This design comes from an exercise in tuning for small area, a short achievable clock period and few clock cycles on the open sky130 flow, not from production work.
Function was not checked in any run shown here: the RTL went through the layout flow alone.
Power figures rest on the tool's default switching activity, not on a simulated workload.

`flow/design.v`:
```
package search_pkg;
  typedef logic [15:0] coord_t;
  typedef logic [15:0] vertex_id_t;
  typedef logic [39:0] dist_t;
  typedef logic [7:0] k_t;
  typedef logic [1:0] op_t;
  localparam op_t op_query = 2'd0;
  localparam op_t op_vertex = 2'd1;
  localparam op_t op_end = 2'd2;
endpackage
module sq_tree (
  input  logic [15:0] y,
  input  logic        neg,
  output logic [31:0] s,
  output logic [31:0] c
);
  logic pp_0_1;
  logic pp_0_2;
  logic pp_0_3;
  logic pp_0_4;
  logic pp_0_5;
  logic pp_0_6;
  logic pp_0_7;
  logic pp_0_8;
  logic pp_0_9;
  logic pp_0_10;
  logic pp_0_11;
  logic pp_0_12;
  logic pp_0_13;
  logic pp_0_14;
  logic pp_0_15;
  logic pp_1_2;
  logic pp_1_3;
  logic pp_1_4;
  logic pp_1_5;
  logic pp_1_6;
  logic pp_1_7;
  logic pp_1_8;
  logic pp_1_9;
  logic pp_1_10;
  logic pp_1_11;
  logic pp_1_12;
  logic pp_1_13;
  logic pp_1_14;
  logic pp_1_15;
  logic pp_2_3;
  logic pp_2_4;
  logic pp_2_5;
  logic pp_2_6;
  logic pp_2_7;
  logic pp_2_8;
  logic pp_2_9;
  logic pp_2_10;
  logic pp_2_11;
  logic pp_2_12;
  logic pp_2_13;
  logic pp_2_14;
  logic pp_2_15;
  logic pp_3_4;
  logic pp_3_5;
  logic pp_3_6;
  logic pp_3_7;
  logic pp_3_8;
  logic pp_3_9;
  logic pp_3_10;
  logic pp_3_11;
  logic pp_3_12;
  logic pp_3_13;
  logic pp_3_14;
  logic pp_3_15;
  logic pp_4_5;
  logic pp_4_6;
  logic pp_4_7;
  logic pp_4_8;
  logic pp_4_9;
  logic pp_4_10;
  logic pp_4_11;
  logic pp_4_12;
  logic pp_4_13;
  logic pp_4_14;
  logic pp_4_15;
  logic pp_5_6;
  logic pp_5_7;
  logic pp_5_8;
  logic pp_5_9;
  logic pp_5_10;
  logic pp_5_11;
  logic pp_5_12;
  logic pp_5_13;
  logic pp_5_14;
  logic pp_5_15;
  logic pp_6_7;
  logic pp_6_8;
  logic pp_6_9;
  logic pp_6_10;
  logic pp_6_11;
  logic pp_6_12;
  logic pp_6_13;
  logic pp_6_14;
  logic pp_6_15;
  logic pp_7_8;
  logic pp_7_9;
  logic pp_7_10;
  logic pp_7_11;
  logic pp_7_12;
  logic pp_7_13;
  logic pp_7_14;
  logic pp_7_15;
  logic pp_8_9;
  logic pp_8_10;
  logic pp_8_11;
  logic pp_8_12;
  logic pp_8_13;
  logic pp_8_14;
  logic pp_8_15;
  logic pp_9_10;
  logic pp_9_11;
  logic pp_9_12;
  logic pp_9_13;
  logic pp_9_14;
  logic pp_9_15;
  logic pp_10_11;
  logic pp_10_12;
  logic pp_10_13;
  logic pp_10_14;
  logic pp_10_15;
  logic pp_11_12;
  logic pp_11_13;
  logic pp_11_14;
  logic pp_11_15;
  logic pp_12_13;
  logic pp_12_14;
  logic pp_12_15;
  logic pp_13_14;
  logic pp_13_15;
  logic pp_14_15;
  logic ny_0;
  logic ny_1;
  logic ny_2;
  logic ny_3;
  logic ny_4;
  logic ny_5;
  logic ny_6;
  logic ny_7;
  logic ny_8;
  logic ny_9;
  logic ny_10;
  logic ny_11;
  logic ny_12;
  logic ny_13;
  logic ny_14;
  logic ny_15;
  logic hs0;
  logic hc0;
  logic hs1;
  logic hc1;
  logic hs2;
  logic hc2;
  logic fs3;
  logic fc3;
  logic hs4;
  logic hc4;
  logic fs5;
  logic fc5;
  logic hs6;
  logic hc6;
  logic fs7;
  logic fc7;
  logic fs8;
  logic fc8;
  logic hs9;
  logic hc9;
  logic fs10;
  logic fc10;
  logic fs11;
  logic fc11;
  logic hs12;
  logic hc12;
  logic fs13;
  logic fc13;
  logic fs14;
  logic fc14;
  logic fs15;
  logic fc15;
  logic fs16;
  logic fc16;
  logic fs17;
  logic fc17;
  logic hs18;
  logic hc18;
  logic fs19;
  logic fc19;
  logic fs20;
  logic fc20;
  logic hs21;
  logic hc21;
  logic fs22;
  logic fc22;
  logic hs23;
  logic hc23;
  logic fs24;
  logic fc24;
  logic hs25;
  logic hc25;
  logic hs26;
  logic hc26;
  logic hs27;
  logic hc27;
  logic hs28;
  logic hc28;
  logic hs29;
  logic hc29;
  logic fs30;
  logic fc30;
  logic hs31;
  logic hc31;
  logic fs32;
  logic fc32;
  logic hs33;
  logic hc33;
  logic fs34;
  logic fc34;
  logic fs35;
  logic fc35;
  logic fs36;
  logic fc36;
  logic fs37;
  logic fc37;
  logic fs38;
  logic fc38;
  logic fs39;
  logic fc39;
  logic fs40;
  logic fc40;
  logic fs41;
  logic fc41;
  logic fs42;
  logic fc42;
  logic fs43;
  logic fc43;
  logic fs44;
  logic fc44;
  logic fs45;
  logic fc45;
  logic fs46;
  logic fc46;
  logic fs47;
  logic fc47;
  logic fs48;
  logic fc48;
  logic fs49;
  logic fc49;
  logic fs50;
  logic fc50;
  logic fs51;
  logic fc51;
  logic fs52;
  logic fc52;
  logic fs53;
  logic fc53;
  logic fs54;
  logic fc54;
  logic fs55;
  logic fc55;
  logic fs56;
  logic fc56;
  logic fs57;
  logic fc57;
  logic fs58;
  logic fc58;
  logic fs59;
  logic fc59;
  logic fs60;
  logic fc60;
  logic hs61;
  logic hc61;
  logic fs62;
  logic fc62;
  logic hs63;
  logic hc63;
  logic hs64;
  logic hc64;
  logic hs65;
  logic hc65;
  logic hs66;
  logic hc66;
  logic hs67;
  logic hc67;
  logic fs68;
  logic fc68;
  logic fs69;
  logic fc69;
  logic fs70;
  logic fc70;
  logic fs71;
  logic fc71;
  logic fs72;
  logic fc72;
  logic fs73;
  logic fc73;
  logic fs74;
  logic fc74;
  logic fs75;
  logic fc75;
  logic fs76;
  logic fc76;
  logic fs77;
  logic fc77;
  logic fs78;
  logic fc78;
  logic fs79;
  logic fc79;
  logic fs80;
  logic fc80;
  logic fs81;
  logic fc81;
  logic fs82;
  logic fc82;
  logic fs83;
  logic fc83;
  logic fs84;
  logic fc84;
  logic fs85;
  logic fc85;
  logic fs86;
  logic fc86;
  logic fs87;
  logic fc87;
  logic fs88;
  logic fc88;
  logic hs89;
  logic hc89;
  logic hs90;
  logic hc90;
  logic hs91;
  logic hc91;
  logic hs92;
  logic hc92;
  logic fs93;
  logic fc93;
  logic fs94;
  logic fc94;
  logic fs95;
  logic fc95;
  logic fs96;
  logic fc96;
  logic fs97;
  logic fc97;
  logic fs98;
  logic fc98;
  logic fs99;
  logic fc99;
  logic fs100;
  logic fc100;
  logic fs101;
  logic fc101;
  logic fs102;
  logic fc102;
  logic fs103;
  logic fc103;
  logic fs104;
  logic fc104;
  logic fs105;
  logic fc105;
  logic fs106;
  logic fc106;
  logic fs107;
  logic fc107;
  logic fs108;
  logic fc108;
  logic fs109;
  logic fc109;
  logic fs110;
  logic fc110;
  logic fs111;
  logic fc111;
  logic fs112;
  logic fc112;
  logic fs113;
  logic fc113;
  logic fs114;
  logic fc114;
  logic fs115;
  logic fc115;
  logic fs116;
  logic fc116;
  logic fs117;
  logic fc117;
  logic hs118;
  logic hc118;
  logic hs119;
  logic hc119;
  assign pp_0_1 = y[0] & y[1];
  assign pp_0_2 = y[0] & y[2];
  assign pp_0_3 = y[0] & y[3];
  assign pp_0_4 = y[0] & y[4];
  assign pp_0_5 = y[0] & y[5];
  assign pp_0_6 = y[0] & y[6];
  assign pp_0_7 = y[0] & y[7];
  assign pp_0_8 = y[0] & y[8];
  assign pp_0_9 = y[0] & y[9];
  assign pp_0_10 = y[0] & y[10];
  assign pp_0_11 = y[0] & y[11];
  assign pp_0_12 = y[0] & y[12];
  assign pp_0_13 = y[0] & y[13];
  assign pp_0_14 = y[0] & y[14];
  assign pp_0_15 = y[0] & y[15];
  assign pp_1_2 = y[1] & y[2];
  assign pp_1_3 = y[1] & y[3];
  assign pp_1_4 = y[1] & y[4];
  assign pp_1_5 = y[1] & y[5];
  assign pp_1_6 = y[1] & y[6];
  assign pp_1_7 = y[1] & y[7];
  assign pp_1_8 = y[1] & y[8];
  assign pp_1_9 = y[1] & y[9];
  assign pp_1_10 = y[1] & y[10];
  assign pp_1_11 = y[1] & y[11];
  assign pp_1_12 = y[1] & y[12];
  assign pp_1_13 = y[1] & y[13];
  assign pp_1_14 = y[1] & y[14];
  assign pp_1_15 = y[1] & y[15];
  assign pp_2_3 = y[2] & y[3];
  assign pp_2_4 = y[2] & y[4];
  assign pp_2_5 = y[2] & y[5];
  assign pp_2_6 = y[2] & y[6];
  assign pp_2_7 = y[2] & y[7];
  assign pp_2_8 = y[2] & y[8];
  assign pp_2_9 = y[2] & y[9];
  assign pp_2_10 = y[2] & y[10];
  assign pp_2_11 = y[2] & y[11];
  assign pp_2_12 = y[2] & y[12];
  assign pp_2_13 = y[2] & y[13];
  assign pp_2_14 = y[2] & y[14];
  assign pp_2_15 = y[2] & y[15];
  assign pp_3_4 = y[3] & y[4];
  assign pp_3_5 = y[3] & y[5];
  assign pp_3_6 = y[3] & y[6];
  assign pp_3_7 = y[3] & y[7];
  assign pp_3_8 = y[3] & y[8];
  assign pp_3_9 = y[3] & y[9];
  assign pp_3_10 = y[3] & y[10];
  assign pp_3_11 = y[3] & y[11];
  assign pp_3_12 = y[3] & y[12];
  assign pp_3_13 = y[3] & y[13];
  assign pp_3_14 = y[3] & y[14];
  assign pp_3_15 = y[3] & y[15];
  assign pp_4_5 = y[4] & y[5];
  assign pp_4_6 = y[4] & y[6];
  assign pp_4_7 = y[4] & y[7];
  assign pp_4_8 = y[4] & y[8];
  assign pp_4_9 = y[4] & y[9];
  assign pp_4_10 = y[4] & y[10];
  assign pp_4_11 = y[4] & y[11];
  assign pp_4_12 = y[4] & y[12];
  assign pp_4_13 = y[4] & y[13];
  assign pp_4_14 = y[4] & y[14];
  assign pp_4_15 = y[4] & y[15];
  assign pp_5_6 = y[5] & y[6];
  assign pp_5_7 = y[5] & y[7];
  assign pp_5_8 = y[5] & y[8];
  assign pp_5_9 = y[5] & y[9];
  assign pp_5_10 = y[5] & y[10];
  assign pp_5_11 = y[5] & y[11];
  assign pp_5_12 = y[5] & y[12];
  assign pp_5_13 = y[5] & y[13];
  assign pp_5_14 = y[5] & y[14];
  assign pp_5_15 = y[5] & y[15];
  assign pp_6_7 = y[6] & y[7];
  assign pp_6_8 = y[6] & y[8];
  assign pp_6_9 = y[6] & y[9];
  assign pp_6_10 = y[6] & y[10];
  assign pp_6_11 = y[6] & y[11];
  assign pp_6_12 = y[6] & y[12];
  assign pp_6_13 = y[6] & y[13];
  assign pp_6_14 = y[6] & y[14];
  assign pp_6_15 = y[6] & y[15];
  assign pp_7_8 = y[7] & y[8];
  assign pp_7_9 = y[7] & y[9];
  assign pp_7_10 = y[7] & y[10];
  assign pp_7_11 = y[7] & y[11];
  assign pp_7_12 = y[7] & y[12];
  assign pp_7_13 = y[7] & y[13];
  assign pp_7_14 = y[7] & y[14];
  assign pp_7_15 = y[7] & y[15];
  assign pp_8_9 = y[8] & y[9];
  assign pp_8_10 = y[8] & y[10];
  assign pp_8_11 = y[8] & y[11];
  assign pp_8_12 = y[8] & y[12];
  assign pp_8_13 = y[8] & y[13];
  assign pp_8_14 = y[8] & y[14];
  assign pp_8_15 = y[8] & y[15];
  assign pp_9_10 = y[9] & y[10];
  assign pp_9_11 = y[9] & y[11];
  assign pp_9_12 = y[9] & y[12];
  assign pp_9_13 = y[9] & y[13];
  assign pp_9_14 = y[9] & y[14];
  assign pp_9_15 = y[9] & y[15];
  assign pp_10_11 = y[10] & y[11];
  assign pp_10_12 = y[10] & y[12];
  assign pp_10_13 = y[10] & y[13];
  assign pp_10_14 = y[10] & y[14];
  assign pp_10_15 = y[10] & y[15];
  assign pp_11_12 = y[11] & y[12];
  assign pp_11_13 = y[11] & y[13];
  assign pp_11_14 = y[11] & y[14];
  assign pp_11_15 = y[11] & y[15];
  assign pp_12_13 = y[12] & y[13];
  assign pp_12_14 = y[12] & y[14];
  assign pp_12_15 = y[12] & y[15];
  assign pp_13_14 = y[13] & y[14];
  assign pp_13_15 = y[13] & y[15];
  assign pp_14_15 = y[14] & y[15];
  assign ny_0 = y[0] & neg;
  assign ny_1 = y[1] & neg;
  assign ny_2 = y[2] & neg;
  assign ny_3 = y[3] & neg;
  assign ny_4 = y[4] & neg;
  assign ny_5 = y[5] & neg;
  assign ny_6 = y[6] & neg;
  assign ny_7 = y[7] & neg;
  assign ny_8 = y[8] & neg;
  assign ny_9 = y[9] & neg;
  assign ny_10 = y[10] & neg;
  assign ny_11 = y[11] & neg;
  assign ny_12 = y[12] & neg;
  assign ny_13 = y[13] & neg;
  assign ny_14 = y[14] & neg;
  assign ny_15 = y[15] & neg;
  assign hs0 = pp_0_15 ^ pp_1_14;
  assign hc0 = pp_0_15 & pp_1_14;
  assign hs1 = pp_0_9 ^ pp_1_8;
  assign hc1 = pp_0_9 & pp_1_8;
  assign hs2 = pp_0_10 ^ pp_1_9;
  assign hc2 = pp_0_10 & pp_1_9;
  assign fs3 = pp_0_11 ^ pp_1_10 ^ pp_2_9;
  assign fc3 = (pp_0_11 & pp_1_10) | (pp_0_11 & pp_2_9) | (pp_1_10 & pp_2_9);
  assign hs4 = pp_3_8 ^ pp_4_7;
  assign hc4 = pp_3_8 & pp_4_7;
  assign fs5 = pp_0_12 ^ pp_1_11 ^ pp_2_10;
  assign fc5 = (pp_0_12 & pp_1_11) | (pp_0_12 & pp_2_10) | (pp_1_11 & pp_2_10);
  assign hs6 = pp_3_9 ^ pp_4_8;
  assign hc6 = pp_3_9 & pp_4_8;
  assign fs7 = pp_0_13 ^ pp_1_12 ^ pp_2_11;
  assign fc7 = (pp_0_13 & pp_1_12) | (pp_0_13 & pp_2_11) | (pp_1_12 & pp_2_11);
  assign fs8 = pp_3_10 ^ pp_4_9 ^ pp_5_8;
  assign fc8 = (pp_3_10 & pp_4_9) | (pp_3_10 & pp_5_8) | (pp_4_9 & pp_5_8);
  assign hs9 = pp_6_7 ^ y[7];
  assign hc9 = pp_6_7 & y[7];
  assign fs10 = pp_0_14 ^ pp_1_13 ^ pp_2_12;
  assign fc10 = (pp_0_14 & pp_1_13) | (pp_0_14 & pp_2_12) | (pp_1_13 & pp_2_12);
  assign fs11 = pp_3_11 ^ pp_4_10 ^ pp_5_9;
  assign fc11 = (pp_3_11 & pp_4_10) | (pp_3_11 & pp_5_9) | (pp_4_10 & pp_5_9);
  assign hs12 = pp_6_8 ^ ny_14;
  assign hc12 = pp_6_8 & ny_14;
  assign fs13 = hs0 ^ pp_2_13 ^ pp_3_12;
  assign fc13 = (hs0 & pp_2_13) | (hs0 & pp_3_12) | (pp_2_13 & pp_3_12);
  assign fs14 = pp_4_11 ^ pp_5_10 ^ pp_6_9;
  assign fc14 = (pp_4_11 & pp_5_10) | (pp_4_11 & pp_6_9) | (pp_5_10 & pp_6_9);
  assign fs15 = pp_7_8 ^ y[8] ^ ny_15;
  assign fc15 = (pp_7_8 & y[8]) | (pp_7_8 & ny_15) | (y[8] & ny_15);
  assign fs16 = pp_1_15 ^ pp_2_14 ^ pp_3_13;
  assign fc16 = (pp_1_15 & pp_2_14) | (pp_1_15 & pp_3_13) | (pp_2_14 & pp_3_13);
  assign fs17 = pp_4_12 ^ pp_5_11 ^ pp_6_10;
  assign fc17 = (pp_4_12 & pp_5_11) | (pp_4_12 & pp_6_10) | (pp_5_11 & pp_6_10);
  assign hs18 = pp_7_9 ^ hc0;
  assign hc18 = pp_7_9 & hc0;
  assign fs19 = pp_2_15 ^ pp_3_14 ^ pp_4_13;
  assign fc19 = (pp_2_15 & pp_3_14) | (pp_2_15 & pp_4_13) | (pp_3_14 & pp_4_13);
  assign fs20 = pp_5_12 ^ pp_6_11 ^ pp_7_10;
  assign fc20 = (pp_5_12 & pp_6_11) | (pp_5_12 & pp_7_10) | (pp_6_11 & pp_7_10);
  assign hs21 = pp_8_9 ^ y[9];
  assign hc21 = pp_8_9 & y[9];
  assign fs22 = pp_3_15 ^ pp_4_14 ^ pp_5_13;
  assign fc22 = (pp_3_15 & pp_4_14) | (pp_3_15 & pp_5_13) | (pp_4_14 & pp_5_13);
  assign hs23 = pp_6_12 ^ pp_7_11;
  assign hc23 = pp_6_12 & pp_7_11;
  assign fs24 = pp_4_15 ^ pp_5_14 ^ pp_6_13;
  assign fc24 = (pp_4_15 & pp_5_14) | (pp_4_15 & pp_6_13) | (pp_5_14 & pp_6_13);
  assign hs25 = pp_7_12 ^ pp_8_11;
  assign hc25 = pp_7_12 & pp_8_11;
  assign hs26 = pp_5_15 ^ pp_6_14;
  assign hc26 = pp_5_15 & pp_6_14;
  assign hs27 = pp_6_15 ^ pp_7_14;
  assign hc27 = pp_6_15 & pp_7_14;
  assign hs28 = pp_0_5 ^ pp_1_4;
  assign hc28 = pp_0_5 & pp_1_4;
  assign hs29 = pp_0_6 ^ pp_1_5;
  assign hc29 = pp_0_6 & pp_1_5;
  assign fs30 = pp_0_7 ^ pp_1_6 ^ pp_2_5;
  assign fc30 = (pp_0_7 & pp_1_6) | (pp_0_7 & pp_2_5) | (pp_1_6 & pp_2_5);
  assign hs31 = pp_3_4 ^ y[4];
  assign hc31 = pp_3_4 & y[4];
  assign fs32 = pp_0_8 ^ pp_1_7 ^ pp_2_6;
  assign fc32 = (pp_0_8 & pp_1_7) | (pp_0_8 & pp_2_6) | (pp_1_7 & pp_2_6);
  assign hs33 = pp_3_5 ^ ny_8;
  assign hc33 = pp_3_5 & ny_8;
  assign fs34 = hs1 ^ pp_2_7 ^ pp_3_6;
  assign fc34 = (hs1 & pp_2_7) | (hs1 & pp_3_6) | (pp_2_7 & pp_3_6);
  assign fs35 = pp_4_5 ^ y[5] ^ ny_9;
  assign fc35 = (pp_4_5 & y[5]) | (pp_4_5 & ny_9) | (y[5] & ny_9);
  assign fs36 = hs2 ^ pp_2_8 ^ pp_3_7;
  assign fc36 = (hs2 & pp_2_8) | (hs2 & pp_3_7) | (pp_2_8 & pp_3_7);
  assign fs37 = pp_4_6 ^ ny_10 ^ hc1;
  assign fc37 = (pp_4_6 & ny_10) | (pp_4_6 & hc1) | (ny_10 & hc1);
  assign fs38 = fs3 ^ hs4 ^ pp_5_6;
  assign fc38 = (fs3 & hs4) | (fs3 & pp_5_6) | (hs4 & pp_5_6);
  assign fs39 = y[6] ^ ny_11 ^ hc2;
  assign fc39 = (y[6] & ny_11) | (y[6] & hc2) | (ny_11 & hc2);
  assign fs40 = fs5 ^ hs6 ^ pp_5_7;
  assign fc40 = (fs5 & hs6) | (fs5 & pp_5_7) | (hs6 & pp_5_7);
  assign fs41 = ny_12 ^ fc3 ^ hc4;
  assign fc41 = (ny_12 & fc3) | (ny_12 & hc4) | (fc3 & hc4);
  assign fs42 = fs7 ^ fs8 ^ hs9;
  assign fc42 = (fs7 & fs8) | (fs7 & hs9) | (fs8 & hs9);
  assign fs43 = ny_13 ^ fc5 ^ hc6;
  assign fc43 = (ny_13 & fc5) | (ny_13 & hc6) | (fc5 & hc6);
  assign fs44 = fs10 ^ fs11 ^ hs12;
  assign fc44 = (fs10 & fs11) | (fs10 & hs12) | (fs11 & hs12);
  assign fs45 = fc7 ^ fc8 ^ hc9;
  assign fc45 = (fc7 & fc8) | (fc7 & hc9) | (fc8 & hc9);
  assign fs46 = fs13 ^ fs14 ^ fs15;
  assign fc46 = (fs13 & fs14) | (fs13 & fs15) | (fs14 & fs15);
  assign fs47 = fc10 ^ fc11 ^ hc12;
  assign fc47 = (fc10 & fc11) | (fc10 & hc12) | (fc11 & hc12);
  assign fs48 = fs16 ^ fs17 ^ hs18;
  assign fc48 = (fs16 & fs17) | (fs16 & hs18) | (fs17 & hs18);
  assign fs49 = fc13 ^ fc14 ^ fc15;
  assign fc49 = (fc13 & fc14) | (fc13 & fc15) | (fc14 & fc15);
  assign fs50 = fs19 ^ fs20 ^ hs21;
  assign fc50 = (fs19 & fs20) | (fs19 & hs21) | (fs20 & hs21);
  assign fs51 = fc16 ^ fc17 ^ hc18;
  assign fc51 = (fc16 & fc17) | (fc16 & hc18) | (fc17 & hc18);
  assign fs52 = fs22 ^ hs23 ^ pp_8_10;
  assign fc52 = (fs22 & hs23) | (fs22 & pp_8_10) | (hs23 & pp_8_10);
  assign fs53 = fc19 ^ fc20 ^ hc21;
  assign fc53 = (fc19 & fc20) | (fc19 & hc21) | (fc20 & hc21);
  assign fs54 = fs24 ^ hs25 ^ pp_9_10;
  assign fc54 = (fs24 & hs25) | (fs24 & pp_9_10) | (hs25 & pp_9_10);
  assign fs55 = y[10] ^ fc22 ^ hc23;
  assign fc55 = (y[10] & fc22) | (y[10] & hc23) | (fc22 & hc23);
  assign fs56 = hs26 ^ pp_7_13 ^ pp_8_12;
  assign fc56 = (hs26 & pp_7_13) | (hs26 & pp_8_12) | (pp_7_13 & pp_8_12);
  assign fs57 = pp_9_11 ^ fc24 ^ hc25;
  assign fc57 = (pp_9_11 & fc24) | (pp_9_11 & hc25) | (fc24 & hc25);
  assign fs58 = hs27 ^ pp_8_13 ^ pp_9_12;
  assign fc58 = (hs27 & pp_8_13) | (hs27 & pp_9_12) | (pp_8_13 & pp_9_12);
  assign fs59 = pp_10_11 ^ y[11] ^ hc26;
  assign fc59 = (pp_10_11 & y[11]) | (pp_10_11 & hc26) | (y[11] & hc26);
  assign fs60 = pp_7_15 ^ pp_8_14 ^ pp_9_13;
  assign fc60 = (pp_7_15 & pp_8_14) | (pp_7_15 & pp_9_13) | (pp_8_14 & pp_9_13);
  assign hs61 = pp_10_12 ^ hc27;
  assign hc61 = pp_10_12 & hc27;
  assign fs62 = pp_8_15 ^ pp_9_14 ^ pp_10_13;
  assign fc62 = (pp_8_15 & pp_9_14) | (pp_8_15 & pp_10_13) | (pp_9_14 & pp_10_13);
  assign hs63 = pp_11_12 ^ y[12];
  assign hc63 = pp_11_12 & y[12];
  assign hs64 = pp_9_15 ^ pp_10_14;
  assign hc64 = pp_9_15 & pp_10_14;
  assign hs65 = pp_10_15 ^ pp_11_14;
  assign hc65 = pp_10_15 & pp_11_14;
  assign hs66 = pp_0_3 ^ pp_1_2;
  assign hc66 = pp_0_3 & pp_1_2;
  assign hs67 = pp_0_4 ^ pp_1_3;
  assign hc67 = pp_0_4 & pp_1_3;
  assign fs68 = hs28 ^ pp_2_3 ^ y[3];
  assign fc68 = (hs28 & pp_2_3) | (hs28 & y[3]) | (pp_2_3 & y[3]);
  assign fs69 = hs29 ^ pp_2_4 ^ ny_6;
  assign fc69 = (hs29 & pp_2_4) | (hs29 & ny_6) | (pp_2_4 & ny_6);
  assign fs70 = fs30 ^ hs31 ^ ny_7;
  assign fc70 = (fs30 & hs31) | (fs30 & ny_7) | (hs31 & ny_7);
  assign fs71 = fs32 ^ hs33 ^ fc30;
  assign fc71 = (fs32 & hs33) | (fs32 & fc30) | (hs33 & fc30);
  assign fs72 = fs34 ^ fs35 ^ fc32;
  assign fc72 = (fs34 & fs35) | (fs34 & fc32) | (fs35 & fc32);
  assign fs73 = fs36 ^ fs37 ^ fc34;
  assign fc73 = (fs36 & fs37) | (fs36 & fc34) | (fs37 & fc34);
  assign fs74 = fs38 ^ fs39 ^ fc36;
  assign fc74 = (fs38 & fs39) | (fs38 & fc36) | (fs39 & fc36);
  assign fs75 = fs40 ^ fs41 ^ fc38;
  assign fc75 = (fs40 & fs41) | (fs40 & fc38) | (fs41 & fc38);
  assign fs76 = fs42 ^ fs43 ^ fc40;
  assign fc76 = (fs42 & fs43) | (fs42 & fc40) | (fs43 & fc40);
  assign fs77 = fs44 ^ fs45 ^ fc42;
  assign fc77 = (fs44 & fs45) | (fs44 & fc42) | (fs45 & fc42);
  assign fs78 = fs46 ^ fs47 ^ fc44;
  assign fc78 = (fs46 & fs47) | (fs46 & fc44) | (fs47 & fc44);
  assign fs79 = fs48 ^ fs49 ^ fc46;
  assign fc79 = (fs48 & fs49) | (fs48 & fc46) | (fs49 & fc46);
  assign fs80 = fs50 ^ fs51 ^ fc48;
  assign fc80 = (fs50 & fs51) | (fs50 & fc48) | (fs51 & fc48);
  assign fs81 = fs52 ^ fs53 ^ fc50;
  assign fc81 = (fs52 & fs53) | (fs52 & fc50) | (fs53 & fc50);
  assign fs82 = fs54 ^ fs55 ^ fc52;
  assign fc82 = (fs54 & fs55) | (fs54 & fc52) | (fs55 & fc52);
  assign fs83 = fs56 ^ fs57 ^ fc54;
  assign fc83 = (fs56 & fs57) | (fs56 & fc54) | (fs57 & fc54);
  assign fs84 = fs58 ^ fs59 ^ fc56;
  assign fc84 = (fs58 & fs59) | (fs58 & fc56) | (fs59 & fc56);
  assign fs85 = fs60 ^ hs61 ^ fc58;
  assign fc85 = (fs60 & hs61) | (fs60 & fc58) | (hs61 & fc58);
  assign fs86 = fs62 ^ hs63 ^ fc60;
  assign fc86 = (fs62 & hs63) | (fs62 & fc60) | (hs63 & fc60);
  assign fs87 = hs64 ^ pp_11_13 ^ fc62;
  assign fc87 = (hs64 & pp_11_13) | (hs64 & fc62) | (pp_11_13 & fc62);
  assign fs88 = hs65 ^ pp_12_13 ^ y[13];
  assign fc88 = (hs65 & pp_12_13) | (hs65 & y[13]) | (pp_12_13 & y[13]);
  assign hs89 = pp_11_15 ^ pp_12_14;
  assign hc89 = pp_11_15 & pp_12_14;
  assign hs90 = pp_12_15 ^ pp_13_14;
  assign hc90 = pp_12_15 & pp_13_14;
  assign hs91 = pp_0_1 ^ y[1];
  assign hc91 = pp_0_1 & y[1];
  assign hs92 = pp_0_2 ^ ny_2;
  assign hc92 = pp_0_2 & ny_2;
  assign fs93 = hs66 ^ y[2] ^ ny_3;
  assign fc93 = (hs66 & y[2]) | (hs66 & ny_3) | (y[2] & ny_3);
  assign fs94 = hs67 ^ ny_4 ^ hc66;
  assign fc94 = (hs67 & ny_4) | (hs67 & hc66) | (ny_4 & hc66);
  assign fs95 = fs68 ^ ny_5 ^ hc67;
  assign fc95 = (fs68 & ny_5) | (fs68 & hc67) | (ny_5 & hc67);
  assign fs96 = fs69 ^ hc28 ^ fc68;
  assign fc96 = (fs69 & hc28) | (fs69 & fc68) | (hc28 & fc68);
  assign fs97 = fs70 ^ hc29 ^ fc69;
  assign fc97 = (fs70 & hc29) | (fs70 & fc69) | (hc29 & fc69);
  assign fs98 = fs71 ^ hc31 ^ fc70;
  assign fc98 = (fs71 & hc31) | (fs71 & fc70) | (hc31 & fc70);
  assign fs99 = fs72 ^ hc33 ^ fc71;
  assign fc99 = (fs72 & hc33) | (fs72 & fc71) | (hc33 & fc71);
  assign fs100 = fs73 ^ fc35 ^ fc72;
  assign fc100 = (fs73 & fc35) | (fs73 & fc72) | (fc35 & fc72);
  assign fs101 = fs74 ^ fc37 ^ fc73;
  assign fc101 = (fs74 & fc37) | (fs74 & fc73) | (fc37 & fc73);
  assign fs102 = fs75 ^ fc39 ^ fc74;
  assign fc102 = (fs75 & fc39) | (fs75 & fc74) | (fc39 & fc74);
  assign fs103 = fs76 ^ fc41 ^ fc75;
  assign fc103 = (fs76 & fc41) | (fs76 & fc75) | (fc41 & fc75);
  assign fs104 = fs77 ^ fc43 ^ fc76;
  assign fc104 = (fs77 & fc43) | (fs77 & fc76) | (fc43 & fc76);
  assign fs105 = fs78 ^ fc45 ^ fc77;
  assign fc105 = (fs78 & fc45) | (fs78 & fc77) | (fc45 & fc77);
  assign fs106 = fs79 ^ fc47 ^ fc78;
  assign fc106 = (fs79 & fc47) | (fs79 & fc78) | (fc47 & fc78);
  assign fs107 = fs80 ^ fc49 ^ fc79;
  assign fc107 = (fs80 & fc49) | (fs80 & fc79) | (fc49 & fc79);
  assign fs108 = fs81 ^ fc51 ^ fc80;
  assign fc108 = (fs81 & fc51) | (fs81 & fc80) | (fc51 & fc80);
  assign fs109 = fs82 ^ fc53 ^ fc81;
  assign fc109 = (fs82 & fc53) | (fs82 & fc81) | (fc53 & fc81);
  assign fs110 = fs83 ^ fc55 ^ fc82;
  assign fc110 = (fs83 & fc55) | (fs83 & fc82) | (fc55 & fc82);
  assign fs111 = fs84 ^ fc57 ^ fc83;
  assign fc111 = (fs84 & fc57) | (fs84 & fc83) | (fc57 & fc83);
  assign fs112 = fs85 ^ fc59 ^ fc84;
  assign fc112 = (fs85 & fc59) | (fs85 & fc84) | (fc59 & fc84);
  assign fs113 = fs86 ^ hc61 ^ fc85;
  assign fc113 = (fs86 & hc61) | (fs86 & fc85) | (hc61 & fc85);
  assign fs114 = fs87 ^ hc63 ^ fc86;
  assign fc114 = (fs87 & hc63) | (fs87 & fc86) | (hc63 & fc86);
  assign fs115 = fs88 ^ hc64 ^ fc87;
  assign fc115 = (fs88 & hc64) | (fs88 & fc87) | (hc64 & fc87);
  assign fs116 = hs89 ^ hc65 ^ fc88;
  assign fc116 = (hs89 & hc65) | (hs89 & fc88) | (hc65 & fc88);
  assign fs117 = hs90 ^ y[14] ^ hc89;
  assign fc117 = (hs90 & y[14]) | (hs90 & hc89) | (y[14] & hc89);
  assign hs118 = pp_13_15 ^ hc90;
  assign hc118 = pp_13_15 & hc90;
  assign hs119 = pp_14_15 ^ y[15];
  assign hc119 = pp_14_15 & y[15];
  assign s = {hc119, hs119, hs118, fs117, fs116, fs115, fs114, fs113, fs112, fs111, fs110, fs109, fs108, fs107, fs106, fs105, fs104, fs103, fs102, fs101, fs100, fs99, fs98, fs97, fs96, fs95, fs94, fs93, hs92, hs91, ny_0, y[0]};
  assign c = {1'b0, hc118, fc117, fc116, fc115, fc114, fc113, fc112, fc111, fc110, fc109, fc108, fc107, fc106, fc105, fc104, fc103, fc102, fc101, fc100, fc99, fc98, fc97, fc96, fc95, fc94, fc93, hc92, hc91, ny_1, 1'b0, neg};
endmodule
`timescale 1ns/1ps
module search_top
#(
  parameter int DIM = 4,
  parameter int PQ_LENGTH = 5,
  parameter int IN_DEPTH = 4,
  parameter int OUT_CREDITS = 2
) (
  input  logic                   clk_100mhz,
  input  logic                   sys_rst,
  input  logic                   in_valid,
  input  logic [1:0]             in_op,
  input  logic [$clog2(DIM)-1:0] in_index,
  input  logic [15:0]            in_data,
  input  logic [15:0]            in_id,
  output logic                   in_credit,
  output logic                   res_valid,
  output logic [15:0]            res_id,
  output logic [39:0]            res_dist,
  output logic                   res_last,
  input  logic                   out_credit
);
  localparam int DW = 35;    
  localparam int NQ = PQ_LENGTH;
  logic in_q, in_c, in_e;
  assign in_q = in_valid && (in_op == 2'd0);
  assign in_c = in_valid && (in_op == 2'd1);
  assign in_e = in_valid && (in_op == 2'd2);
  logic       busy;       
  logic       cq;         
  logic [2:0] owed;       
  logic [2:0] nfree;      
  logic       withhold;
  logic       credit_d;
  logic       r_e, d_e, s_e, pe, drain_on;
  assign busy     = r_e || d_e || s_e || pe || drain_on;
  assign withhold = busy && (nfree == 3'd4) && (in_c || in_e);
  assign credit_d = (in_valid && !withhold) || (!busy && (owed != 3'd0));
  always_ff @(posedge clk_100mhz) begin
    if (sys_rst) begin
      in_credit <= 1'b0;
      owed      <= 3'd0;
      nfree     <= 3'd0;
      cq        <= 1'b0;
    end else begin
      in_credit <= credit_d;
      owed      <= owed + 3'(in_valid) - 3'(credit_d);
      if (!busy) begin
        nfree <= 3'd0;
      end else if ((in_c || in_e) && nfree != 3'd4) begin
        nfree <= nfree + 3'd1;
      end
      if (in_e) begin
        cq <= 1'b0;
      end else if (in_c && in_index == 2'(DIM - 1)) begin
        cq <= 1'b1;
      end
    end
  end
  logic [15:0] cand_id;
  always_ff @(posedge clk_100mhz) begin
    if (in_c && in_index == 2'(DIM - 1)) begin
      cand_id <= in_id;
    end
  end
  logic        r_q, r_c;
  logic [1:0]  r_idx;
  logic [15:0] r_data;
  always_ff @(posedge clk_100mhz) begin
    if (sys_rst) begin
      r_q <= 1'b0;
      r_c <= 1'b0;
      r_e <= 1'b0;
    end else begin
      r_q <= in_q;
      r_c <= in_c;
      r_e <= in_e && cq;
    end
    r_idx  <= in_index;
    r_data <= in_data;
  end
  logic [15:0] qry [DIM];
  always_ff @(posedge clk_100mhz) begin
    if (r_q) begin
      qry[r_idx] <= r_data;
    end
  end
  logic        d_c, d_first, d_last;
  logic [2:0]  d_k;
  logic [15:0] d_y;       
  logic        d_neg;     
  logic [16:0] sub;
  logic [15:0] qsel;
  logic [2:0]  k_clamp;
  assign qsel = qry[r_idx];
  assign sub  = {1'b0, r_data} - {1'b0, qsel};
  always_comb begin
    if (r_data[7:0] == 8'd0) begin
      k_clamp = 3'd1;
    end else if (r_data[7:0] > 8'(PQ_LENGTH)) begin
      k_clamp = 3'(PQ_LENGTH);
    end else begin
      k_clamp = r_data[2:0];
    end
  end
  always_ff @(posedge clk_100mhz) begin
    if (sys_rst) begin
      d_c <= 1'b0;
      d_e <= 1'b0;
    end else begin
      d_c <= r_c;
      d_e <= r_e;
    end
    d_first <= (r_idx == 2'd0);
    d_last  <= (r_idx == 2'(DIM - 1));
    d_k     <= k_clamp;
    d_y     <= sub[15:0] ^ {16{sub[16]}};
    d_neg   <= sub[16];
  end
  logic [31:0] sq_s, sq_c;
  logic [31:0] s_s, s_cy;
  logic        s_c, s_first, s_last;
  logic [2:0]  s_k;
  sq_tree sq0 (
    .y(d_y),
    .neg(d_neg),
    .s(sq_s),
    .c(sq_c)
  );
  always_ff @(posedge clk_100mhz) begin
    if (sys_rst) begin
      s_c <= 1'b0;
      s_e <= 1'b0;
    end else begin
      s_c <= d_c;
      s_e <= d_e;
    end
    s_first <= d_first;
    s_last  <= d_last;
    s_k     <= d_k;
    s_s     <= sq_s;
    s_cy    <= sq_c;
  end
  logic [DW-1:0] acc;
  logic          a_done;    
  logic          take;      
  logic [DW-1:0] acc_in, csa_x, csa_y;
  assign acc_in = s_first ? DW'(0) : acc;
  assign csa_x  = acc_in ^ DW'(s_s) ^ DW'(s_cy);
  assign csa_y  = ((acc_in & DW'(s_s)) | (acc_in & DW'(s_cy)) | (DW'(s_s) & DW'(s_cy))) << 1;
  always_ff @(posedge clk_100mhz) begin
    if (s_c) begin
      acc <= csa_x + csa_y;
    end
  end
  always_ff @(posedge clk_100mhz) begin
    if (sys_rst) begin
      a_done <= 1'b0;
    end else begin
      a_done <= (s_c && s_last) || (a_done && !take);
    end
  end
  logic [DW-1:0] n_d;
  logic [15:0]   n_id;
  logic          n_valid;
  logic [NQ-1:0] n_le;      
  logic          ins;
  logic          beat;
  logic          last_beat;
  logic [DW-1:0] e_d  [NQ];
  logic [15:0]   e_id [NQ];
  logic [NQ-1:0] e_v;
  logic [NQ-1:0] le;
  assign take = a_done && !n_valid && !pe;
  assign ins  = n_valid && !drain_on;
  always_comb begin
    for (int i = 0; i < NQ; i++) begin
      le[i] = e_v[i] && (e_d[i] <= acc);
    end
  end
  always_ff @(posedge clk_100mhz) begin
    if (take) begin
      n_d  <= acc;
      n_id <= cand_id;
    end
  end
  always_ff @(posedge clk_100mhz) begin
    if (sys_rst) begin
      n_valid <= 1'b0;
      n_le    <= '0;
    end else begin
      n_valid <= take || (n_valid && !ins);
      if (last_beat) begin
        n_le <= '0;
      end else if (take) begin
        n_le <= le;
      end
    end
  end
  logic [NQ-1:0] v_nxt;
  always_comb begin
    v_nxt = e_v;
    if (last_beat) begin
      v_nxt = '0;
    end else if (beat) begin
      v_nxt = {1'b0, e_v[NQ-1:1]};
    end else if (ins) begin
      v_nxt = {e_v[NQ-2:0], 1'b1};
    end
  end
  always_ff @(posedge clk_100mhz) begin
    if (sys_rst) begin
      e_v <= '0;
    end else begin
      e_v <= v_nxt;
    end
  end
  always_ff @(posedge clk_100mhz) begin
    if (beat) begin
      for (int i = 0; i < NQ - 1; i++) begin
        e_d[i]  <= e_d[i+1];
        e_id[i] <= e_id[i+1];
      end
    end else if (ins) begin
      for (int i = 0; i < NQ; i++) begin
        if (!n_le[i]) begin
          if (i == 0 || n_le[i-1]) begin
            e_d[i]  <= n_d;
            e_id[i] <= n_id;
          end else begin
            e_d[i]  <= e_d[i-1];
            e_id[i] <= e_id[i-1];
          end
        end
      end
    end
  end
  logic [2:0] pe_k;
  logic [2:0] dr_left;    
  logic [1:0] cred;       
  logic [2:0] dr_nxt;
  logic [1:0] cred_nxt;
  logic       start;
  assign drain_on  = (dr_left != 3'd0);
  assign beat      = res_valid;
  assign last_beat = res_valid && res_last;
  assign start     = pe && !drain_on;
  always_ff @(posedge clk_100mhz) begin
    if (sys_rst) begin
      pe <= 1'b0;
    end else begin
      pe <= s_e || (pe && !start);
    end
    if (s_e) begin
      pe_k <= s_k;
    end
  end
  always_comb begin
    cred_nxt = cred - 2'(beat) + 2'(out_credit);
    dr_nxt   = dr_left;
    if (last_beat) begin
      dr_nxt = 3'd0;
    end else if (beat) begin
      dr_nxt = dr_left - 3'd1;
    end else if (start) begin
      dr_nxt = pe_k;
    end
  end
  always_ff @(posedge clk_100mhz) begin
    if (sys_rst) begin
      dr_left   <= 3'd0;
      cred      <= 2'(OUT_CREDITS);
      res_valid <= 1'b0;
    end else begin
      dr_left   <= dr_nxt;
      cred      <= cred_nxt;
      res_valid <= (dr_nxt != 3'd0) && (cred_nxt != 2'd0);
    end
    res_last <= (dr_nxt == 3'd1) || !v_nxt[1];
  end
  assign res_id   = e_id[0];
  assign res_dist = {5'd0, e_d[0]};
endmodule
```
`flow/flow/run.sh`:
```
#!/bin/bash
# Standard layout, with repair_timing aiming for extra setup slack.
set -euo pipefail
bash standard.sh SETUP_SLACK_MARGIN=10 finish > standard.log 2>&1
```
`flow/standard.sh`:
```
#!/bin/bash
# synth_recipe.tcl (not shown) runs the flow's synth.tcl, then flattens the netlist and writes it again
# the make line also repeats each setting of config.mk as NAME=value (left out here)
make -C /OpenROAD-flow-scripts/flow DESIGN_CONFIG=/design/flow/config.mk WORK_HOME=/design/flow/orfs CLKGATE_MAP_FILE= SYNTH_SCRIPT=/design/flow/synth_recipe.tcl "${@:-finish}"
```
`flow/config.mk`:
```
export PLATFORM = sky130hd
export DESIGN_NAME = search_top
export DESIGN_NICKNAME = search_top
export VERILOG_FILES = /design/flow/design.v
export SDC_FILE = /design/flow/constraint.sdc
export NUM_CORES = 4
export LEC_CHECK = 0
export CAP_MARGIN = 20
export CORE_MARGIN = 2
export CORE_UTILIZATION = 40
export CTS_BUF_LIST = sky130_fd_sc_hd__clkbuf_8
export SLEW_MARGIN = 20
```
`flow/constraint.sdc`:
```
create_clock -name core_clock -period 14.0 [get_ports {clk_100mhz}]
set_input_delay 2.8000 -clock core_clock [delete_from_list [all_inputs] [get_ports {clk_100mhz}]]
set_output_delay 2.8000 -clock core_clock [all_outputs]
set_load 0.01 [all_outputs]
```
==> results of run 1 <==
==> final timing paths <==
kind / end / slack (ps) / startpoint / cells past startpoint
worst max register to register: acc[34] / 10270 / s_first / 12
worst min-delay path: s_first / 310 / d_first / 0
worst min register to register: s_first / 310 / d_first / 0
worst max-delay path: res_dist[26] / 9790 / e_d[0][26] / 1
==> logic make-up (layout without fill, tap and decap cells) <==
logic type	count (synthesis)	after routing
xor gates and xnor gates	67	67
DFF	566	566
adders and majority gates	377	377
muxes	277	277
other	1	6
and+or+nand+nor	655	655
AOI/OAI and AO/OA	480	480
buffers and inverters	394	634
==> cell type report <==
type / count / area [µm²] / share of cell area (%)
clock inverter: 67 / 355 / 0.963
antenna: 1 / 2.50 / 0.00678
tap: 1060 / 1330 / 3.59
inverter: 277 / 1040 / 2.82
timing repair buffer: 175 / 1370 / 3.72
clock buffer: 115 / 1580 / 4.29
multi-input combinational: 1861 / 15600 / 42.4
sequential: 566 / 15600 / 42.3
==> metrics by stage <==
| step | setup WS (ps) | power, µW | cells |
|---|---|---|---|
| 2_1_floorplan | 9560 | 4290 | 2821 |
| 3_3_place_gp | 8830 | 4840 | 3877 |
| 3_5_place_dp | 8760 | 4930 | 3877 |
| 4_1_cts | 9740 | 6440 | 4108 |
| 5_1_grt | 9730 | 6930 | 4122 |
| 6_report | 9790 | 6380 | 4122 |
==> repair_timing <==
| action | 4_1_cts | 5_1_grt |
|---|---|---|
| setup endpoints to repair | 75 | 57 |
| setup buffers | 49 | 13 |
| pin swaps | 4 | 8 |
| endpoints found under the hold margin | 0 | 0 |
| resized for setup | 250 | 21 |
==> registers in the layout, indices dropped and copies added (netlist names), 16 cells and up <==
register / cells
qry: 64
cand_id: 16
e_d: 175
acc: 35
e_id: 80
n_d: 35
d_y: 16
n_id: 16
s_s: 32
r_data: 16
s_cy: 30
==> power breakdown <==
group | switching (µW) | total, µW | leakage [µW] | internal (µW)
logic | 1520 | 2670 | 0.00834 | 1150
clock network | 709 | 1480 | 0.00115 | 773
registers | 167 | 2230 | 0.00499 | 2060
total | 2400 | 6380 | 0.0145 | 3980
==> cells in the final DEF (no fill, tap or decap), types with 83 or more instances in the layout <==
cell | netlist | layout
edfxtp_1 | 424 | 424
inv_1 | 277 | 317
ha_1 | 258 | 257
nand2_1 | 247 | 247
o21ai_0 | 200 | 200
mux2i_1 | 159 | 159
dfxtp_1 | 142 | 135
fa_1 | 119 | 118
clkbuf_8 | 1 | 115
and2_1 | 109 | 109
a21oi_1 | 108 | 107
mux2_2 | 101 | 101
buf_4 | 7 | 83
==> metal layers <==
metal	global-route usage [%]	vias up	routed length (µm)
met5	0	-	0
met4	6.50	0	2320
met3	3.05	156	3500
met2	32.6	510	39000
met1	24.2	10800	34700
li1	-	10300	-
==> flow_metrics.env, run 1 <==
export IMPL_timing_critical_path_required_ps=11200
export IMPL_number_of_global_route_vias_before_repair=22600
export IMPL_drcViolationCount=0
export IMPL_first_pass_iters=5
export IMPL_final_count_of_hold_timing_violations=0
export IMPL_synth_simple_gate_area_share_pct=10.0
export IMPL_finalSetupViolCount=0
export IMPL_final_nets=3397
export IMPL_critical_path_cell_by_cell="buf_2"
export IMPL_first_iter_violations=1668
export IMPL_cellLeakagePower_uw=0.0145
export IMPL_adder_cell_share_of_the_synthesized_area_pct=17.2
export IMPL_synth_top_family_by_area="adder cells"
export IMPL_cts_hold_fix_buffers=0
export IMPL_synthArstFlopShare_pct=0
export IMPL_max_slew_margin_rel_pct=29.6
export IMPL_final_max_slew_violation_count=0
export IMPL_hp_class="reg -> reg"
export IMPL_synth_cell_types=74
export IMPL_placed_cell_area_um2=34600
export IMPL_grt_overflow=0
export IMPL_synthFlopType="edfxtp_1"
export IMPL_syn_avg_cell_area_um2=11.6
export IMPL_status="finished clean"
export IMPL_synth_top_cell_by_area="edfxtp_1"
export IMPL_worst_path_max_fanout=2
export IMPL_worst_max_slew_pin_slew_ps=1060
export IMPL_max_vdd_ir_drop_mv=0.112
export IMPL_critical_path_startpoint_type="flip-flop"
export IMPL_synthMuxAreaShare_pct=9.52
export IMPL_synth_ff_latch_count=566
export IMPL_cts_path_max_buffers=3
export IMPL_fp_dieArea_um2=83800
export IMPL_route_detailed_vias_per_inst=5.27
export IMPL_skew_ps=39.0
export IMPL_power_per_cell_area_nw_per_um2=173
export IMPL_cpPeakStageDelay_ps=520
export IMPL_critical_path_endpoint_type="primary output"
export IMPL_grt_setup_unrepaired="true"
export IMPL_die_height_um=290
export IMPL_kind_of_cell_adding_the_most_delay_to_the_critical_path="flip-flops"
export IMPL_synth_compound_gate_area_share_pct=8.98
export IMPL_global_route_wire_length_before_repair_mm=124
export IMPL_yosys_cell_count_top_type="edfxtp_1"
export IMPL_mappedNetlistArea_um2=32600
export IMPL_criticalPathCategory="reg -> out"
export IMPL_routabilityCongestion=0.905
export IMPL_critical_path_buf_inv_count=1
export IMPL_post_route_cells_drive_above_1_share_pct=14.3
export IMPL_fin_area_um2=36900
export IMPL_clk_pin_slew_worst_setup_hold_paths_ps=60
export IMPL_fmax_ghz=0.238
export IMPL_timing_setup_tns_ps=0
export IMPL_fp_coreArea_um2=80700
export IMPL_grt_use_total_pct=18.9
export IMPL_number_of_buffers_added_by_the_clock_tree_synthesis_step=99
export IMPL_worst_endpoint_arrival_ps=1410
export IMPL_netlist_top_cells_count="edfxtp_1, inv_1, ha_1"
export IMPL_number_of_nets_still_failing_antenna_checks_after_routing=0
export IMPL_antenna_found_initial=1
export IMPL_drt_total_wl_mm=79.5
export IMPL_place_port_buffers=93
export IMPL_routedWlPerCell_um=19.3
export IMPL_pin_count=99
export IMPL_insertion_delay_ps=710
export IMPL_worst_hold_slack_ps=308
export IMPL_crit_slowest_cell="edfxtp_1"
export IMPL_ys_warn_count=4
export IMPL_dp_hpwl_mm=55.4
export IMPL_grt_start_max_net_pins=104
export IMPL_synth_top_cell_area_share_pct=39.0
export IMPL_std_cell_rows=104
export IMPL_cts_sinks=566
export IMPL_min_period_over_period_pct=30.0
export IMPL_yosysSeqAreaShare_pct=47.8
export IMPL_clock_tree_from_tritoncts="done"
export IMPL_post_synth_xor_area_fraction_pct=1.80
export IMPL_synthesis_instances=2817
export IMPL_ctsRootBufferMaster="clkbuf_8"
export IMPL_start_util_pct=40.4
export IMPL_final_core_utilization_pct=45.7
export IMPL_drv_cap=0
export IMPL_detailroute_via_count=21700
export IMPL_fin_crit_ps=4210
export IMPL_num_fill_cells=7427
export IMPL_synth_area_leaders="edfxtp_1, ha_1, dfxtp_1"
export IMPL_die_width_um=290
export IMPL_layout_area_overhead_vs_synth_pct=13.2
export IMPL_ctsHtreeMaxLevel=3
export IMPL_number_of_enable_type_register_cells_in_the_synthesized_netlist=424
==> run 2, diff against run 1 <==
--- a/flow/design.v
+++ b/flow/design.v
@@ -802,3 +802,3 @@
   logic [2:0] owed;       
-  logic [2:0] nfree;      
+  logic [3:0] nfree;      
   logic       withhold;
@@ -807,3 +807,3 @@
   assign busy     = r_e || d_e || s_e || pe || drain_on;
-  assign withhold = busy && (nfree == 3'd4) && (in_c || in_e);
+  assign withhold = busy && (nfree > 4'd3 + 4'(owed)) && (in_c || in_e);
   assign credit_d = (in_valid && !withhold) || (!busy && (owed != 3'd0));
@@ -813,3 +813,3 @@
       owed      <= 3'd0;
-      nfree     <= 3'd0;
+      nfree     <= 4'd0;
       cq        <= 1'b0;
@@ -819,5 +819,5 @@
       if (!busy) begin
-        nfree <= 3'd0;
-      end else if ((in_c || in_e) && nfree != 3'd4) begin
-        nfree <= nfree + 3'd1;
+        nfree <= 4'd0;
+      end else if (in_c || in_e) begin
+        nfree <= nfree + 4'd1;
       end
@@ -936,4 +936,7 @@
   logic          n_valid;
+  logic          n_st;      
+  logic          n_c1, n_c3;
   logic [NQ-1:0] n_le;      
   logic          ins;
+  logic          step;
   logic          beat;
@@ -943,8 +946,30 @@
   logic [NQ-1:0] e_v;
-  logic [NQ-1:0] le;
+  logic          c1, c3;
+  logic [DW-1:0] e_sel;
+  logic          v_sel;
+  logic          r_le;
+  logic [NQ-1:0] le_fin;
   assign take = a_done && !n_valid && !pe;
-  assign ins  = n_valid && !drain_on;
+  assign step = n_valid && !n_st && !drain_on;
+  assign ins  = n_valid && n_st && !drain_on;
+  assign c1 = e_v[1] && (e_d[1] <= acc);
+  assign c3 = e_v[3] && (e_d[3] <= acc);
   always_comb begin
-    for (int i = 0; i < NQ; i++) begin
-      le[i] = e_v[i] && (e_d[i] <= acc);
+    if (!n_c1) begin
+      e_sel = e_d[0];
+      v_sel = e_v[0];
+    end else if (!n_c3) begin
+      e_sel = e_d[2];
+      v_sel = e_v[2];
+    end else begin
+      e_sel = e_d[4];
+      v_sel = e_v[4];
+    end
+    r_le = v_sel && (e_sel <= n_d);
+    if (!n_c1) begin
+      le_fin = {4'b0000, r_le};
+    end else if (!n_c3) begin
+      le_fin = {2'b00, r_le, 2'b11};
+    end else begin
+      le_fin = {r_le, 4'b1111};
     end
@@ -960,2 +985,5 @@
       n_valid <= 1'b0;
+      n_st    <= 1'b0;
+      n_c1    <= 1'b0;
+      n_c3    <= 1'b0;
       n_le    <= '0;
@@ -963,6 +991,19 @@
       n_valid <= take || (n_valid && !ins);
+      if (take || ins) begin
+        n_st <= 1'b0;
+      end else if (step) begin
+        n_st <= 1'b1;
+      end
       if (last_beat) begin
+        n_c1 <= 1'b0;
+        n_c3 <= 1'b0;
         n_le <= '0;
-      end else if (take) begin
-        n_le <= le;
+      end else begin
+        if (take) begin
+          n_c1 <= c1;
+          n_c3 <= c3;
+        end
+        if (step) begin
+          n_le <= le_fin;
+        end
       end
@@ -1017,3 +1058,3 @@
   assign last_beat = res_valid && res_last;
-  assign start     = pe && !drain_on;
+  assign start     = pe && !drain_on && (!n_valid || ins);
   always_ff @(posedge clk_100mhz) begin
--- a/flow/config.mk
+++ b/flow/config.mk
@@ -10,3 +10,2 @@
 export CORE_UTILIZATION = 40
-export CTS_BUF_LIST = sky130_fd_sc_hd__clkbuf_8
 export SLEW_MARGIN = 20
==> run 2 against run 1 <==
Cell area down 0.87%; flip-flop and latch count increased by 4; wire length down 4.5%; still clean; largest power group unchanged; worst setup slack improved by 140 ps; sequential share of layout area rose by 0.59 points; clock power increased by 24%; count of clock-buffer cells in the layout shrank 24.
==> flow_metrics.env, run 2 <==
export IMPL_status="finished clean"
export IMPL_capture_instance_of_the_worst_register_to_register_path="n_le[4]"
export IMPL_synth_ff_latch_count=570
export IMPL_criticalPathCategory="reg -> out"
export IMPL_fin_crit_ps=4070
export IMPL_final_core_utilization_pct=46.4
export IMPL_dp_hpwl_mm=49.9
export IMPL_number_of_global_route_vias_before_repair=21500
export IMPL_hold_path_startpoint="d_last"
export IMPL_kind_of_cell_adding_the_most_delay_to_the_critical_path="flip-flops"
export IMPL_dp_worst_setup_slack_ps=8760
export IMPL_most_used_cells_in_the_layout_excluding_fill_and_tap_cells="edfxtp_1, inv_1, nand2_1"
export IMPL_max_vdd_ir_drop_mv=0.112
export IMPL_ys_warn_count=4
export IMPL_cts_path_max_buffers=3
export IMPL_syn_avg_cell_area_um2=11.4
export IMPL_final_nets=3279
export IMPL_place_port_buffers=93
export IMPL_synthArstFlopShare_pct=0
export IMPL_min_period_over_period_pct=29.1
export IMPL_fmax_ghz=0.246
export IMPL_min_to="s_last"
export IMPL_clock_tree_from_tritoncts="done"
export IMPL_worst_r2r_path_depth=11
export IMPL_hp_class="reg -> reg"
export IMPL_synth_top_cell_area_share_pct=40.0
export IMPL_grt_use_total_pct=18.5
export IMPL_worst_hold_path_num_cells=0
export IMPL_worst_endpoint_arrival_ps=1270
export IMPL_synth_area_leaders="edfxtp_1, dfxtp_1, ha_1"
export IMPL_cpPeakStageDelay_ps=480
export IMPL_drcViolationCount=0
export IMPL_timing_setup_tns_ps=0
export IMPL_clk_pin_slew_worst_setup_hold_paths_ps=60
export IMPL_worstReg2RegStart="n_c3"
export IMPL_first_iter_violations=1188
export IMPL_skew_ps=45.1
export IMPL_fp_dieArea_um2=81900
export IMPL_antenna_found_initial=0
export IMPL_mappedNetlistArea_um2=31800
export IMPL_synth_cell_types=81
export IMPL_grt_setup_unrepaired="true"
export IMPL_drt_total_wl_mm=76.0
export IMPL_fp_coreArea_um2=78900
export IMPL_ctsRootBufferMaster="clkbuf_16"
export IMPL_critical_path_endpoint_type="primary output"
export IMPL_cts_sinks=570
export IMPL_number_of_nets_still_failing_antenna_checks_after_routing=0
export IMPL_antenna_cells=0
export IMPL_post_route_cells_drive_above_1_share_pct=12.9
export IMPL_final_max_slew_violation_count=0
export IMPL_netlist_top_cells_count="edfxtp_1, inv_1, nand2_1"
export IMPL_start_util_pct=40.4
export IMPL_synth_top_cell_by_area="edfxtp_1"
export IMPL_cellLeakagePower_uw=0.0143
export IMPL_design_power_total_uw=7720
export IMPL_std_cell_rows=103
export IMPL_layout_cells_non_filler=4030
export IMPL_critical_path_buf_inv_count=1
export IMPL_critical_path_startpoint_type="flip-flop"
export IMPL_cts_hold_fix_buffers=0
export IMPL_worst_path_max_fanout=2
export IMPL_global_route_wire_length_before_repair_mm=120
export IMPL_crit_slowest_cell="edfxtp_1"
export IMPL_routedWlPerCell_um=18.9
export IMPL_die_width_um=286
export IMPL_detailroute_via_count=21000
export IMPL_largest_register_ffs=175
export IMPL_yosys_cell_count_top_type="edfxtp_1"
export IMPL_max_slew_margin_rel_pct=28.8
export IMPL_number_of_buffers_added_by_the_clock_tree_synthesis_step=68
export IMPL_timing_reg2reg_setup_slack_ps=10180
export IMPL_finalSetupViolCount=0
export IMPL_worst_max_slew_pin_slew_ps=1070
export IMPL_route_detailed_vias_per_inst=5.21
export IMPL_pin_count=99
export IMPL_first_pass_iters=5
export IMPL_fin_ws_ps=9930
export IMPL_drv_cap=0
export IMPL_synthesis_instances=2799
export IMPL_synthFlopType="edfxtp_1"
export IMPL_largest_register_by_flop_count="e_d"
export IMPL_ctsHtreeMaxLevel=3
export IMPL_insertion_delay_ps=620
export IMPL_die_height_um=286
export IMPL_dpl_cell_count=3839
export IMPL_number_of_enable_type_register_cells_in_the_synthesized_netlist=424
export IMPL_yosysSeqAreaShare_pct=49.2
export IMPL_power_per_cell_area_nw_per_um2=211
export IMPL_routabilityCongestion=0.841
export IMPL_layout_top_registers="e_d: 175 flops, e_id: 80 flops, qry: 64 flops"
export IMPL_final_count_of_hold_timing_violations=0
export IMPL_timing_critical_path_required_ps=11200
export IMPL_grt_start_max_net_pins=253
export IMPL_critical_path_cell_by_cell="buf_6"
export IMPL_layout_commonest_cell="edfxtp_1"
export IMPL_layout_area_overhead_vs_synth_pct=14.9
export IMPL_grt_overflow=0
==> run 2: cell count changes in the layout (fill, tap and decap cells not counted), moves of 16 or more <==
cell and change:
a21o_1 -23, clkbuf_1 +16, clkbuf_16 +68, clkbuf_8 -108
ha_1 -64, mux2_2 -33, mux2i_1 +36, nand3_1 -20
nor2_1 +39, o21ai_0 +38
==> run 2: how the worst max path moves through the flow <==
stage	from	end	slack [ps]	cells after the start
after floorplan	dr_left[0]	e_d[0][0]	8740	6
after global placement	in_op[0]	owed[1]	8770	10
after detailed placement	in_op[0]	owed[1]	8760	10
after CTS	e_d[0][31]	res_dist[31]	9900	1
after global routing	e_d[0][31]	res_dist[31]	9910	1
final	e_d[0][31]	res_dist[31]	9930	1
==> run 2: cell type report <==
class / instances / area (µm²)
clock buffer: 91 / 1850
sequential: 570 / 15700
fill: 7142 / 42300
tap: 1050 / 1310
timing repair buffer: 179 / 1410
clock inverter: 34 / 497
inverter: 307 / 1150
multi-input combinational: 1799 / 14700
==> run 2: logic make-up after synthesis <==
| kind of cell | after synthesis | share of synthesized area [%] |
|---|---|---|
| flops | 570 | 49.2 |
| mux | 279 | 9.67 |
| other cells | 1 | 0.0118 |
| compound gates | 476 | 8.78 |
| xor+xnor | 64 | 1.95 |
| buf+inv | 434 | 5.25 |
| simple gates | 661 | 10.0 |
| fa+ha+maj | 314 | 15.1 |
==> run 2: through the flow <==
step           cell area, µm²  hold WS [ps]
6_report                36600           321
5_1_grt                 36600           323
4_1_cts                 36400           324
3_5_place_dp            33800           314
3_3_place_gp            33800           312
2_1_floorplan           31900           310
==> run 2: power breakdown <==
group	switching, µW	total [µW]	leakage [µW]	internal [µW]
Combinational	1850	3250	0.00806	1400
Clock	741	1840	0.00114	1100
Sequential	278	2640	0.00511	2360
==> run 2: routing by layer <==
layer	up-vias	global-route usage [%]	share of wire [%]
li1	9951	-	-
met1	10400	24.2	44
met2	503	31.6	49
met3	136	2.54	4.5
met4	0	5.92	2.6
met5	-	0	0
==> run 2: what timing repair did <==
action | CTS | global route
pin swaps | 4 | 4
gates cloned | 0 | 0
buffers inserted | 51 | 15
resized for setup | 245 | 24
endpoints found under the setup margin | 93 | 65
endpoints found under the hold margin | 0 | 0
==> run 3, diff against run 2 <==
--- a/flow/design.v
+++ b/flow/design.v
@@ -936,4 +936,4 @@
   logic          n_valid;
-  logic          n_st;      
-  logic          n_c1, n_c3;
+  logic [1:0]    n_ph;      
+  logic          n_c2, n_r1;
   logic [NQ-1:0] n_le;      
@@ -946,3 +946,3 @@
   logic [NQ-1:0] e_v;
-  logic          c1, c3;
+  logic          c2;
   logic [DW-1:0] e_sel;
@@ -952,25 +952,20 @@
   assign take = a_done && !n_valid && !pe;
-  assign step = n_valid && !n_st && !drain_on;
-  assign ins  = n_valid && n_st && !drain_on;
-  assign c1 = e_v[1] && (e_d[1] <= acc);
-  assign c3 = e_v[3] && (e_d[3] <= acc);
+  assign step = n_valid && (n_ph != 2'd2) && !drain_on;
+  assign ins  = n_valid && (n_ph == 2'd2) && !drain_on;
+  assign c2 = e_v[2] && (e_d[2] <= acc);
   always_comb begin
-    if (!n_c1) begin
-      e_sel = e_d[0];
-      v_sel = e_v[0];
-    end else if (!n_c3) begin
-      e_sel = e_d[2];
-      v_sel = e_v[2];
+    if (n_ph == 2'd0) begin
+      e_sel = n_c2 ? e_d[3] : e_d[1];
+      v_sel = n_c2 ? e_v[3] : e_v[1];
     end else begin
-      e_sel = e_d[4];
-      v_sel = e_v[4];
+      e_sel = n_c2 ? e_d[4] : e_d[0];
+      v_sel = n_c2 ? e_v[4] : e_v[0];
     end
     r_le = v_sel && (e_sel <= n_d);
-    if (!n_c1) begin
-      le_fin = {4'b0000, r_le};
-    end else if (!n_c3) begin
-      le_fin = {2'b00, r_le, 2'b11};
-    end else begin
-      le_fin = {r_le, 4'b1111};
-    end
+    case ({n_c2, n_r1})
+      2'b00:   le_fin = {4'b0000, r_le};
+      2'b01:   le_fin = 5'b00011;
+      2'b10:   le_fin = 5'b00111;
+      default: le_fin = {r_le, 4'b1111};
+    endcase
   end
@@ -985,5 +980,5 @@
       n_valid <= 1'b0;
-      n_st    <= 1'b0;
-      n_c1    <= 1'b0;
-      n_c3    <= 1'b0;
+      n_ph    <= 2'd0;
+      n_c2    <= 1'b0;
+      n_r1    <= 1'b0;
       n_le    <= '0;
@@ -992,9 +987,9 @@
       if (take || ins) begin
-        n_st <= 1'b0;
+        n_ph <= 2'd0;
       end else if (step) begin
-        n_st <= 1'b1;
+        n_ph <= n_ph + 2'd1;
       end
       if (last_beat) begin
-        n_c1 <= 1'b0;
-        n_c3 <= 1'b0;
+        n_c2 <= 1'b0;
+        n_r1 <= 1'b0;
         n_le <= '0;
@@ -1002,6 +997,8 @@
         if (take) begin
-          n_c1 <= c1;
-          n_c3 <= c3;
+          n_c2 <= c2;
+        end
+        if (step && n_ph == 2'd0) begin
+          n_r1 <= r_le;
         end
-        if (step) begin
+        if (step && n_ph == 2'd1) begin
           n_le <= le_fin;
==> run 3 against run 2 <==
Combinational power shrank 4%; still clean on timing, DRC and antenna; critical path type unchanged; count of clock-buffer cells in the layout shrank 8; register-to-register slack gained 30 ps; critical endpoint is now res_dist[18]; core utilization shrank 0.19 points.
==> flow_metrics.env, run 3 <==
export IMPL_status="finished clean"
export IMPL_synthFlopType="edfxtp_1"
export IMPL_dp_hpwl_mm=47.3
export IMPL_routedWlPerCell_um=18.9
export IMPL_ys_warn_count=4
export IMPL_worst_max_slew_pin_slew_ps=1040
export IMPL_grt_use_total_pct=18.1
export IMPL_min_to="s_first"
export IMPL_first_iter_violations=1349
export IMPL_pin_count=99
export IMPL_drt_total_wl_mm=72.5
export IMPL_synthArstFlopShare_pct=0
export IMPL_grt_start_max_net_pins=129
export IMPL_clock_tree_from_tritoncts="done"
export IMPL_largest_register_ffs=175
export IMPL_worst_hold_path_num_cells=0
export IMPL_cpPeakStageDelay_ps=500
export IMPL_timing_critical_path_required_ps=11200
export IMPL_top_usage_layer="met2"
export IMPL_worst_r2r_path_depth=13
export IMPL_synth_top_cell_by_area="edfxtp_1"
export IMPL_number_of_nets_still_failing_antenna_checks_after_routing=0
export IMPL_ctsRootBufferMaster="clkbuf_16"
export IMPL_final_core_utilization_pct=46.2
export IMPL_synth_ff_latch_count=571
export IMPL_route_detailed_vias_per_inst=5.16
export IMPL_net_switching_power_uw=2740
export IMPL_first_pass_iters=6
export IMPL_synth_top_cell_area_share_pct=40.8
export IMPL_final_max_slew_violation_count=0
export IMPL_ctsHtreeMaxLevel=3
export IMPL_hp_class="reg -> reg"
export IMPL_worst_path_max_fanout=2
export IMPL_cellLeakagePower_uw=0.0138
export IMPL_finalSetupViolCount=0
export IMPL_fp_dieArea_um2=80300
export IMPL_clk_pin_slew_worst_setup_hold_paths_ps=60
export IMPL_skew_ps=60.5
export IMPL_critical_path_cell_by_cell="buf_2"
export IMPL_layout_commonest_cell="edfxtp_1"
export IMPL_std_cell_rows=102
export IMPL_switch_share_pct=36.7
export IMPL_drv_cap=0
export IMPL_final_count_of_hold_timing_violations=0
export IMPL_netlist_top_cells_count="edfxtp_1, inv_1, nand2_1"
export IMPL_crit_slowest_cell="edfxtp_1"
export IMPL_number_of_buffers_added_by_the_clock_tree_synthesis_step=66
export IMPL_post_route_cells_drive_above_1_share_pct=14.4
export IMPL_max_vdd_ir_drop_mv=0.118
## run 3: changes by cell type after synthesis, moves of 25 or more
cell	previous run	this run
a21oi_1	97	72
ha_1	195	166
inv_1	307	280
mux2i_1	195	156
mux4_2	16	52
nor2_1	111	75
## run 3: layout make-up
cell class	count	area [µm²]
inverters	280	1050
clock inverters	36	337
flip-flops and latches	571	15700
clock buffers	83	1800
multi-input cells	1656	14100
repair buffers	174	1400
well taps	1040	1300
fillers	6955	41600
## run 3: power groups by stage
stage	Combinational [µW]	Clock, µW	Sequential [µW]
5_1_grt	3600	1800	2690
3_3_place_gp	2910	0	2690
3_5_place_dp	3030	0	2710
6_report	3110	1700	2650
2_1_floorplan	2310	0	2580
4_1_cts	3110	1740	2650
## run 3: worst max path at each step
stage | from | end | slack (ps) | depth (start not counted)
CTS | e_d[0][18] | res_dist[18] | 9840 | 1
global route | e_d[0][18] | res_dist[18] | 9860 | 1
detailed placement | in_op[0] | owed[1] | 8750 | 11
finish | e_d[0][18] | res_dist[18] | 9900 | 1
global placement | in_op[0] | owed[1] | 8740 | 11
floorplan | dr_left[0] | e_d[0][0] | 8790 | 5
## run 3: per-stage QoR
| step | setup slack (ps) | hold WS [ps] | std cells | total power (µW) |
|---|---|---|---|---|
| final | 9900 | 325 | 3840 | 7450 |
| after CTS | 9840 | 327 | 3827 | 7500 |
| after floorplan | 8790 | 310 | 2626 | 4880 |
| after global routing | 9860 | 331 | 3840 | 8090 |
| after global placement | 8740 | 310 | 3660 | 5610 |
| after detailed placement | 8750 | 313 | 3660 | 5740 |
## run 3: logic make-up after synthesis
family / Yosys count / synth area share, %
mux: 278 / 11.3
fa+ha+maj: 285 / 14.3
compound gates: 420 / 7.87
flops: 571 / 50.2
buf+inv: 399 / 4.91
other cells: 1 / 0.0120
simple gates: 597 / 9.23
xor+xnor: 71 / 2.21
## run 3: layer usage
layer | up-vias | share of wire, %
li1 | 9404 | -
met1 | 9825 | 45
met2 | 462 | 48
met3 | 128 | 4.1
met4 | 0 | 2.5
met5 | - | 0
## run 3: repair_timing
| action | 4_1_cts | 5_1_grt |
|---|---|---|
| buffers inserted | 48 | 12 |
| resized for setup | 251 | 15 |
| endpoints found under the setup margin | 101 | 111 |
| pin swaps | 6 | 3 |

Check on run 3: ideal ports give 9.898 ns setup slack; a clkbuf_16 on the clock port and buf_2 on the inputs give 9.837 ns; moving port delays by the midpoint clock arrival (0.653 ns) as well gives 9.339 ns.
